Background: an optimization exercise with open tools, aiming at a short achievable clock period and few clock cycles. Do not read the settings as production practice.
In this exercise RTL edits were held to simulation tests only and were not proved equivalent to the original.

$ cat run.sh
#!/bin/bash
# synth_recipe.tcl (not shown) runs the flow's synth.tcl, then flattens the netlist and writes it again
# the make line also repeats each setting of config.mk as NAME=value (left out here)
make -C /OpenROAD-flow-scripts/flow DESIGN_CONFIG=/design/flow/config.mk WORK_HOME=/design/flow/orfs CLKGATE_MAP_FILE= SYNTH_SCRIPT=/design/flow/synth_recipe.tcl finish
$ cat config.mk
export PLATFORM = sky130hd
export DESIGN_NAME = cpu16
export DESIGN_NICKNAME = cpu16
export VERILOG_FILES = /design/flow/design.v
export SDC_FILE = /design/flow/constraint.sdc
export NUM_CORES = 4
export LEC_CHECK = 0
export CAP_MARGIN = 20
export CORE_MARGIN = 2
export CORE_UTILIZATION = 40
export SLEW_MARGIN = 20
$ cat constraint.sdc
create_clock -name core_clock -period 7.5 [get_ports {clk}]
set_input_delay 1.5000 -clock core_clock [delete_from_list [all_inputs] [get_ports {clk}]]
set_output_delay 1.5000 -clock core_clock [all_outputs]
set_load 0.01 [all_outputs]
$ cat design.v
package cpu_isa_pkg;
    typedef logic [16-1:0] word_t;
    typedef logic [3:0] reg_addr_t;
    typedef enum logic [3:0] {
        OP_SHIFT = 4'd0,
        OP_NOP1  = 4'd1,   
        OP_NOP2  = 4'd2,   
        OP_JUMP  = 4'd3,
        OP_BEQ   = 4'd4,
        OP_BNE   = 4'd5,
        OP_ORI   = 4'd6,
        OP_NANDI = 4'd7,
        OP_ADD   = 4'd8,
        OP_ADDI  = 4'd9,
        OP_ADDUI = 4'd10,
        OP_NAND  = 4'd11,
        OP_SUB   = 4'd12,
        OP_SUBI  = 4'd13,
        OP_SUBUI = 4'd14,
        OP_OR    = 4'd15
    } opcode_e;
    typedef struct packed {
        opcode_e   opcode;
        reg_addr_t rd;
        reg_addr_t rs;
        reg_addr_t rt;
    } instr_t;
    typedef enum logic [1:0] {
        SH_LSL     = 2'b00,
        SH_LSL_ALT = 2'b01,
        SH_LSR     = 2'b10,
        SH_ASR     = 2'b11
    } shift_fn_e;
endpackage
package cpu_ctrl_pkg;
    typedef enum logic [10:0] {
        FETCH      = 11'b000_0000_0001,
        DECODE_R   = 11'b000_0000_0010,
        DECODE_I   = 11'b000_0000_0100,
        EXEC_R     = 11'b000_0000_1000,
        EXEC_I     = 11'b000_0001_0000,
        EXEC_SHIFT = 11'b000_0010_0000,
        BRANCH     = 11'b000_0100_0000,
        JUMP       = 11'b000_1000_0000,
        WRITEBACK  = 11'b001_0000_0000,
        NOP_RET    = 11'b010_0000_0000
    } state_e;
    typedef enum logic [1:0] {
        ALU_ADD  = 2'b00,
        ALU_SUB  = 2'b01,
        ALU_NAND = 2'b10,
        ALU_OR   = 2'b11
    } alu_op_e;
    typedef enum logic [2:0] {
        SRC_B_STEP   = 3'd0,
        SRC_B_REG    = 3'd1,
        SRC_B_SEXT8  = 3'd2,
        SRC_B_ZEXT8  = 3'd3,
        SRC_B_ZEXT12 = 3'd4
    } src_b_e;
    typedef struct packed {
        logic    pc_wr;       
        logic    branch;
        logic    src_a_reg;   
        src_b_e  src_b;
        alu_op_e alu_op;
        logic    use_shift;
        logic    rs_is_rd;    
        logic    read_c;
        logic    reg_wr;
        logic    ir_load;
    } ctrl_t;
    typedef struct packed {
        logic      valid;
        logic [3:0]  addr;
        logic [16-1:0] data;
    } wb_t;
endpackage
`timescale 1ns/1ps
module control_fsm (
    input  logic    clk,
    input  logic    rst,
    input  cpu_isa_pkg::opcode_e opcode,
    output cpu_ctrl_pkg::ctrl_t   ctrl
);
    cpu_ctrl_pkg::state_e state;
    cpu_ctrl_pkg::state_e state_nxt;
    always_ff @(posedge clk or negedge rst) begin
        if (!rst) begin
            state <= cpu_ctrl_pkg::FETCH;
        end else begin
            state <= state_nxt;
        end
    end
    always_comb begin
        state_nxt = cpu_ctrl_pkg::FETCH;
        case (state)
            cpu_ctrl_pkg::FETCH: begin
                case (opcode)
                    cpu_isa_pkg::OP_NOP1, cpu_isa_pkg::OP_NOP2: state_nxt = cpu_ctrl_pkg::NOP_RET;
                    cpu_isa_pkg::OP_JUMP: state_nxt = cpu_ctrl_pkg::JUMP;
                    cpu_isa_pkg::OP_BEQ, cpu_isa_pkg::OP_BNE, cpu_isa_pkg::OP_ADD, cpu_isa_pkg::OP_NAND, cpu_isa_pkg::OP_SUB, cpu_isa_pkg::OP_OR: state_nxt = cpu_ctrl_pkg::DECODE_R;
                    default: state_nxt = cpu_ctrl_pkg::DECODE_I;   
                endcase
            end
            cpu_ctrl_pkg::DECODE_R: state_nxt = (opcode == cpu_isa_pkg::OP_BEQ || opcode == cpu_isa_pkg::OP_BNE) ? cpu_ctrl_pkg::BRANCH : cpu_ctrl_pkg::EXEC_R;
            cpu_ctrl_pkg::DECODE_I: state_nxt = (opcode == cpu_isa_pkg::OP_SHIFT) ? cpu_ctrl_pkg::EXEC_SHIFT : cpu_ctrl_pkg::EXEC_I;
            cpu_ctrl_pkg::EXEC_R, cpu_ctrl_pkg::EXEC_I, cpu_ctrl_pkg::EXEC_SHIFT: state_nxt = cpu_ctrl_pkg::WRITEBACK;
            default: state_nxt = cpu_ctrl_pkg::FETCH;
        endcase
    end
    always_comb begin
        ctrl = '0;
        case (state)
            cpu_ctrl_pkg::FETCH: begin
                ctrl.pc_wr   = 1'b1;   
                ctrl.ir_load = 1'b1;
            end
            cpu_ctrl_pkg::DECODE_R: ctrl.read_c = 1'b1;   
            cpu_ctrl_pkg::DECODE_I: ctrl.rs_is_rd = 1'b1;
            cpu_ctrl_pkg::EXEC_R: begin
                ctrl.src_a_reg = 1'b1;
                ctrl.src_b     = cpu_ctrl_pkg::SRC_B_REG;
                case (opcode)
                    cpu_isa_pkg::OP_SUB:  ctrl.alu_op = cpu_ctrl_pkg::ALU_SUB;
                    cpu_isa_pkg::OP_NAND: ctrl.alu_op = cpu_ctrl_pkg::ALU_NAND;
                    cpu_isa_pkg::OP_OR:   ctrl.alu_op = cpu_ctrl_pkg::ALU_OR;
                    default: ctrl.alu_op = cpu_ctrl_pkg::ALU_ADD;
                endcase
            end
            cpu_ctrl_pkg::EXEC_I: begin
                ctrl.src_a_reg = 1'b1;
                ctrl.src_b     = (opcode == cpu_isa_pkg::OP_ADDUI || opcode == cpu_isa_pkg::OP_SUBUI) ?
                                 cpu_ctrl_pkg::SRC_B_ZEXT8 : cpu_ctrl_pkg::SRC_B_SEXT8;
                case (opcode)
                    cpu_isa_pkg::OP_SUBI, cpu_isa_pkg::OP_SUBUI: ctrl.alu_op = cpu_ctrl_pkg::ALU_SUB;
                    cpu_isa_pkg::OP_NANDI:          ctrl.alu_op = cpu_ctrl_pkg::ALU_NAND;
                    cpu_isa_pkg::OP_ORI:            ctrl.alu_op = cpu_ctrl_pkg::ALU_OR;
                    default:           ctrl.alu_op = cpu_ctrl_pkg::ALU_ADD;
                endcase
            end
            cpu_ctrl_pkg::EXEC_SHIFT: ctrl.use_shift = 1'b1;
            cpu_ctrl_pkg::BRANCH: begin
                ctrl.branch    = 1'b1;
                ctrl.src_a_reg = 1'b1;
                ctrl.src_b     = cpu_ctrl_pkg::SRC_B_REG;
                ctrl.alu_op    = cpu_ctrl_pkg::ALU_SUB;   
            end
            cpu_ctrl_pkg::JUMP: begin
                ctrl.pc_wr = 1'b1;
                ctrl.src_b = cpu_ctrl_pkg::SRC_B_ZEXT12;
            end
            cpu_ctrl_pkg::WRITEBACK: ctrl.reg_wr = 1'b1;
            default: ;
        endcase
    end
endmodule
`timescale 1ns/1ps
module fetch_unit (
    input  logic   clk,
    input  logic   rst,
    input  cpu_isa_pkg::instr_t instr,
    input  cpu_ctrl_pkg::ctrl_t  ctrl,
    input  logic   pc_load,
    input  cpu_isa_pkg::word_t  pc_next,
    output cpu_isa_pkg::word_t  pc,
    output cpu_isa_pkg::instr_t ir
);
    cpu_isa_pkg::instr_t ir_q;
    always_ff @(posedge clk or negedge rst) begin
        if (!rst) begin
            pc <= cpu_isa_pkg::word_t'(0);
        end else if (pc_load) begin
            pc <= pc_next;
        end
    end
    always_ff @(posedge clk) begin
        if (ctrl.ir_load) begin
            ir_q <= instr;
        end
    end
    assign ir = ctrl.ir_load ? instr : ir_q;
endmodule
`timescale 1ns/1ps
module reg_file (
    input  logic   clk,
    input  cpu_isa_pkg::instr_t ir,
    input  cpu_ctrl_pkg::ctrl_t  ctrl,
    input  cpu_ctrl_pkg::wb_t    wb,
    output cpu_isa_pkg::word_t  a,
    output cpu_isa_pkg::word_t  b,
    output cpu_isa_pkg::word_t  c
);
    cpu_isa_pkg::word_t     regs [16];
    cpu_isa_pkg::reg_addr_t ra;
    function automatic logic [16-1:0] read_reg(input logic [3:0] addr);
        read_reg = (addr == '0) ? '0 : regs[addr];   
    endfunction
    assign ra = ctrl.rs_is_rd ? ir.rd : ir.rs;
    always_ff @(posedge clk) begin
        a <= read_reg(ra);
        b <= read_reg(ir.rt);
        if (ctrl.read_c) begin
            c <= read_reg(ir.rd);
        end
    end
    always_ff @(posedge clk) begin
        if (wb.valid && wb.addr != '0) begin
            regs[wb.addr] <= wb.data;
        end
    end
endmodule
`timescale 1ns/1ps
module barrel_shifter (
    input  cpu_isa_pkg::word_t      value,
    input  logic [3:0] amount,
    input  cpu_isa_pkg::shift_fn_e  fn,
    output cpu_isa_pkg::word_t      result
);
    cpu_isa_pkg::word_t s_in;
    cpu_isa_pkg::word_t s8;
    cpu_isa_pkg::word_t s4;
    cpu_isa_pkg::word_t s2;
    cpu_isa_pkg::word_t s1;
    logic  left;
    logic  fill;
    function automatic logic [16-1:0] reverse(input logic [16-1:0] w);
        logic [16-1:0] r;
        for (int i = 0; i < 16; i++) begin
            r[i] = w[16-1-i];
        end
        reverse = r;
    endfunction
    assign left = !fn[1];   
    assign fill = (fn == cpu_isa_pkg::SH_ASR) ? value[16-1] : 1'b0;
    assign s_in = left ? reverse(value) : value;
    assign s8 = amount[3] ? {{8{fill}}, s_in[16-1:8]} : s_in;
    assign s4 = amount[2] ? {{4{fill}}, s8[16-1:4]} : s8;
    assign s2 = amount[1] ? {{2{fill}}, s4[16-1:2]} : s4;
    assign s1 = amount[0] ? {fill, s2[16-1:1]} : s2;
    assign result = left ? reverse(s1) : s1;
endmodule
`timescale 1ns/1ps
module execute_unit (
    input  logic   clk,
    input  logic   rst,
    input  cpu_ctrl_pkg::ctrl_t  ctrl,
    input  cpu_isa_pkg::instr_t ir,
    input  cpu_isa_pkg::word_t  pc,
    input  cpu_isa_pkg::word_t  a,
    input  cpu_isa_pkg::word_t  b,
    input  cpu_isa_pkg::word_t  c,
    output logic   pc_load,
    output cpu_isa_pkg::word_t  pc_next,
    output cpu_ctrl_pkg::wb_t    wb
);
    cpu_isa_pkg::word_t op_a;
    cpu_isa_pkg::word_t op_b;
    cpu_isa_pkg::word_t alu_res;
    cpu_isa_pkg::word_t shift_res;
    cpu_isa_pkg::word_t alu_out;
    logic  zf;
    assign op_a = ctrl.src_a_reg ? a : pc;
    always_comb begin
        case (ctrl.src_b)
            cpu_ctrl_pkg::SRC_B_STEP:   op_b = cpu_isa_pkg::word_t'(2);
            cpu_ctrl_pkg::SRC_B_REG:    op_b = b;
            cpu_ctrl_pkg::SRC_B_SEXT8:  op_b = {{8{ir.rs[3]}}, ir.rs, ir.rt};
            cpu_ctrl_pkg::SRC_B_ZEXT8:  op_b = {8'h00, ir.rs, ir.rt};
            cpu_ctrl_pkg::SRC_B_ZEXT12: op_b = {4'h0, ir.rd, ir.rs, ir.rt};
            default:      op_b = '0;
        endcase
    end
    always_comb begin
        case (ctrl.alu_op)
            cpu_ctrl_pkg::ALU_ADD:  alu_res = op_a + op_b;
            cpu_ctrl_pkg::ALU_SUB:  alu_res = op_a - op_b;
            cpu_ctrl_pkg::ALU_NAND: alu_res = ~(op_a & op_b);
            default:  alu_res = op_a | op_b;
        endcase
    end
    assign zf = (alu_res == '0);
    barrel_shifter i_barrel_shifter (
        .value  (a),
        .amount (ir.rs),
        .fn     (cpu_isa_pkg::shift_fn_e'(ir.rt[1:0])),
        .result (shift_res)
    );
    assign pc_load = ctrl.pc_wr | (ctrl.branch & (zf ^ ir.opcode[0]));
    assign pc_next = ctrl.branch ? c : alu_res;
    always_ff @(posedge clk or negedge rst) begin
        if (!rst) begin
            alu_out <= '0;
        end else begin
            alu_out <= ctrl.use_shift ? shift_res : alu_res;
        end
    end
    assign wb.valid = ctrl.reg_wr;
    assign wb.addr  = ir.rd;
    assign wb.data  = alu_out;
endmodule
`timescale 1ns/1ps
module cpu_top (
    input  logic   clk,
    input  logic   rst,
    input  cpu_isa_pkg::instr_t instr,
    output cpu_isa_pkg::word_t  pc,
    output cpu_ctrl_pkg::wb_t    wb
);
    cpu_ctrl_pkg::ctrl_t  ctrl;
    cpu_isa_pkg::instr_t ir;
    cpu_isa_pkg::word_t  a;
    cpu_isa_pkg::word_t  b;
    cpu_isa_pkg::word_t  c;
    logic   pc_load;
    cpu_isa_pkg::word_t  pc_next;
    control_fsm i_control_fsm (
        .clk    (clk),
        .rst    (rst),
        .opcode (ir.opcode),
        .ctrl   (ctrl)
    );
    fetch_unit i_fetch_unit (
        .clk     (clk),
        .rst     (rst),
        .instr   (instr),
        .ctrl    (ctrl),
        .pc_load (pc_load),
        .pc_next (pc_next),
        .pc      (pc),
        .ir      (ir)
    );
    reg_file i_reg_file (
        .clk  (clk),
        .ir   (ir),
        .ctrl (ctrl),
        .wb   (wb),
        .a    (a),
        .b    (b),
        .c    (c)
    );
    execute_unit i_execute_unit (
        .clk     (clk),
        .rst     (rst),
        .ctrl    (ctrl),
        .ir      (ir),
        .pc      (pc),
        .a       (a),
        .b       (b),
        .c       (c),
        .pc_load (pc_load),
        .pc_next (pc_next),
        .wb      (wb)
    );
endmodule
`timescale 1ns/1ps
module cpu16 (
    input  logic        clk,
    input  logic        rst_n,
    input  logic [15:0] instr,
    output logic [15:0] pc,
    output logic        wb_valid,
    output logic [3:0]  wb_addr,
    output logic [15:0] wb_data
);
    cpu_isa_pkg::instr_t ins;
    cpu_ctrl_pkg::wb_t   wb;
    assign ins = cpu_isa_pkg::instr_t'(instr);
    cpu_top i_cpu_top (
        .clk   (clk),
        .rst   (rst_n),
        .instr (ins),
        .pc    (pc),
        .wb    (wb)
    );
    assign wb_valid = wb.valid;
    assign wb_addr  = wb.addr;
    assign wb_data  = wb.data;
endmodule
==> results.txt <==
flip-flops by register name, summed over array words and instances, names as in the netlist:
name and flops:
i_cpu_top.i_control_fsm.state 10, i_cpu_top.i_execute_unit.alu_out 16, i_cpu_top.i_fetch_unit.ir_q 16, i_cpu_top.i_fetch_unit.pc 16, i_cpu_top.i_reg_file.a 16, i_cpu_top.i_reg_file.b 16, i_cpu_top.i_reg_file.c 16, i_cpu_top.i_reg_file.regs 256
how the worst max path moves through the flow:
stage	start	endpoint	slack, ns	depth (start not counted)
6_report	i_cpu_top.i_control_fsm.state[9]	i_cpu_top.i_fetch_unit.pc[7]	0.79	19
5_1_grt	i_cpu_top.i_control_fsm.state[9]	i_cpu_top.i_fetch_unit.pc[15]	0.15	25
4_1_cts	i_cpu_top.i_control_fsm.state[9]	i_cpu_top.i_fetch_unit.pc[7]	0.78	19
3_5_place_dp	instr[13]	i_cpu_top.i_fetch_unit.pc[7]	0.54	24
3_3_place_gp	instr[12]	i_cpu_top.i_fetch_unit.pc[4]	0.63	24
2_1_floorplan	i_cpu_top.i_control_fsm.state[9]	i_cpu_top.i_fetch_unit.pc[15]	0.11	32
metal layers:
metal	part of all wire	global-route usage	wire length, um	vias to the layer above
met5	0.00015	0	13	-
met4	0.044	0.1261	3921	2
met3	0.10	0.04854	9397	263
met2	0.45	0.4595	39990	1388
met1	0.40	0.4091	36270	10560
li1	-	-	-	9563
kinds of logic (layout without fill, tap and decap cells):
| family | Yosys count | after routing | synth area share |
|---|---|---|---|
| fa+ha+maj | 23 | 23 | 0.01293 |
| mux | 144 | 144 | 0.06419 |
| flops | 362 | 362 | 0.4457 |
| xor+xnor | 26 | 26 | 0.009968 |
| other cells | 1 | 16 | 0.0001642 |
| buf+inv | 261 | 266 | 0.04557 |
| simple gates | 1277 | 1277 | 0.2611 |
| compound gates | 506 | 506 | 0.1604 |
stage by stage:
step	utilization	worst slack, ns	cell area (um2)
3_3_place_gp	0.4340	0.6274	24470
4_1_cts	0.4624	0.7813	26080
3_5_place_dp	0.4340	0.5382	24470
5_1_grt	0.4624	0.1459	26080
2_1_floorplan	-	0.1125	22900
6_report	0.4624	0.7855	26080
synth_stat cells, types with 6 or more instances:
library cell,count
a21oi_1,95
nor4_1,8
mux2_2,10
nand3_1,245
or4_1,7
nand2_1,613
a311oi_1,81
or3_1,11
o21ai_0,40
dfxtp_1,48
o31ai_1,7
a21o_1,6
o21a_1,10
o211ai_1,12
inv_1,29
nand4b_1,19
and2_1,6
xnor2_1,18
mux2i_1,133
ha_1,22
buf_1,22
edfxtp_1,272
xor2_1,8
nor2b_1,73
o2111a_1,16
buf_2,28
a31oi_1,32
clkbuf_1,169
dfrtp_1,41
nor2_1,98
a211oi_1,158
and3_1,71
nand4_1,43
nor3_1,52
worst register-to-register path, delay by kind of cell (launching register included):
kind | cells | cell delay (ns)
buf+inv | 3 | 0.90
compound gates | 6 | 1.84
simple gates | 7 | 2.65
fa+ha+maj | 1 | 0.25
mux | 1 | 0.37
flops | 1 | 0.46
xor+xnor | 1 | 0.14
cell type report:
type                       instances  area [um2]  area share
clock buffer                      55        1204     0.04616
clock inverter                    25       401.6     0.01540
inverter                          36       141.4    0.005422
multi-input combinational       1992       11930      0.4576
sequential                       362       10180      0.3905
tap                              756       945.9     0.03628
timing repair buffer             150        1269     0.04866
==> impl_metrics.yaml <==
run_status:
  run_status: "finished clean"
global_routing:
  gr-total-overflow: 0
  grt_start_max_net_pins: 80
  groute.usage.overall: 0.2960
  grt_pass1_vias: 20380
  grt_pass1_wl_mm: 132.5
  antenna_found_initial: 1
sta:
  worst_pin_slew_ns: 1.260
  fmax_mhz: 148.9
  finalSetupTns_ns: 0
  rsz0062_at_grt: "no"
  period_share: 0.8953
  skew_ns: 0.03592
  setup_viol: 0
  relSlewSlack: 0.1581
  finalMaxSlewViolations: 0
  hold_viol_final: 0
  hold_ws_ns: 0.6316
  fin_crit_ns: 6.715
floorplanning:
  die_y_um: 243.0
  dieArea_um2: 59040
  io_pins: 55
  row_count: 87
  dieWidth_um: 243.0
  initial_core_util: 0.4051
  coreArea_um2: 56390
cells_and_area:
  area_growth_pct: 14.14
  fin_cells: 3376
  layout_commonest_cell: "nand2_1"
  final_layout_size_suffix_gt1_frac: 0.09313
  fillCellCount: 5389
  fin_nets: 2626
  diodes: 0
  final_cell_mix: "nand2_1 (613), edfxtp_1 (272), nand3_1 (245), a211oi_1 (157), mux2i_1 (124)"
setup_path:
  rr_worst_depth: 19
  critical_path_peak_fanout: 32
  critPathCaptureType: "flop"
  timing.rr.start: "i_cpu_top.i_control_fsm.state[9]"
  path_class: "reg -> reg"
  worst_path_max_delay_cell: "or4_1"
  r2r-end: "i_cpu_top.i_fetch_unit.pc[7]"
  critPathArrivalTime_ns: 7.18
  critPathLaunchType: "flop"
  cp_cell_sequence: "or4_1 > nor3_4 > buf_4 > mux2i_4 > inv_4 > a221o_1 > or4_1 > o31ai_1 > xor2_1 > ha_1 > or3_1 > o2111ai_1 > a21oi_1 > a211oi_1 > and4_2 > buf_4 > nand4b_1 > o2111a_1 > nand2_1"
  cp.required_ns: 7.97
  crit_buf_inv: 3
  path_delay_family: "simple AND/OR/NAND/NOR gates"
  reg2reg_slack_ns: 0.79
  max_stage_delay_ns: 0.74
clocking:
  numClockSinks: 362
  htreeDepth: 2
  cts_buffers: 43
  tritoncts: "built"
  clk_latency_ns: 0.60
  clock_path_buffers: 3
  root_buffer: "clkbuf_16"
  cts_resized: 0
  clk_pin_slew_ns: 0.06
  hold_buffers: 0
  post_cts_buffers: 0
logic_synthesis:
  syn_inst: 2600
  ys_ff_latch: 362
  yosys.cell_types.count: 83
  ys_dominant_reg_cell: "edfxtp_1"
  synth-edff-count: 272
  synthArstFlopShare: 0.1160
  syn_area_per_cell_um2: 8.786
  synth_largest_area_cell: "edfxtp_1"
  synth_area_um2: 22840
  synth.area.top_cells: "edfxtp_1 (36%), nand2_1 (10%), mux2i_1 (5.8%)"
  synth-seq-area-share: 0.4457
  ys_warn_count: 5
  synth_top_cell_area_share: 0.3575
drt:
  drt_pass1_iterations: 6
  ant_nets: 0
  drc: 0
  drt_wl_total_mm: 89.59
  wl_per_cell_um: 26.54
  num_vias: 21770
  drt_iter0_drc: 3590
  vias_per_cell: 6.449
place:
  dp_hpwl_mm: 58.61
  port-buffer-count: 54
  dpl.cell_count: 3296
  gp_congestion: 0.9606
worst_hold_path:
  min_from: "i_cpu_top.i_fetch_unit.pc[14]"
  whs_endpoint: "i_cpu_top.i_fetch_unit.pc[14]"
  min_path_type: "reg -> reg"
  hold_depth: 2
flow_run:
  drv_cap: 0
Testbench counts, summed over its fixed seeds: cycles 107,679.

## port drivers added, routing unchanged
How much do the figures lean on ideal ports? The routed layout below was timed once more, with nothing changed but the port constraints. Step 1 sets driving cells, clkbuf_16 on the clock port and buf_2 on the other inputs (assumed; they add their load-dependent delay and slew). Step 2 also shifts input and output timing later by t, the mid clock arrival at the registers, as if the neighbouring blocks saw the same clock. Slacks: ideal / step 1 / step 2; pairs: ideal / step 1.
t (ns): 0.644
slack for setup (ns): 0.785 / 0.785 / 0.460
worst slew at a driven data input, ns: 0.05
pins driven straight from the clock port: 1
After both steps setup and hold are still met in this run. The setup slack of this run moves by 0.000 ns with the drivers and by -0.325 ns with both steps.
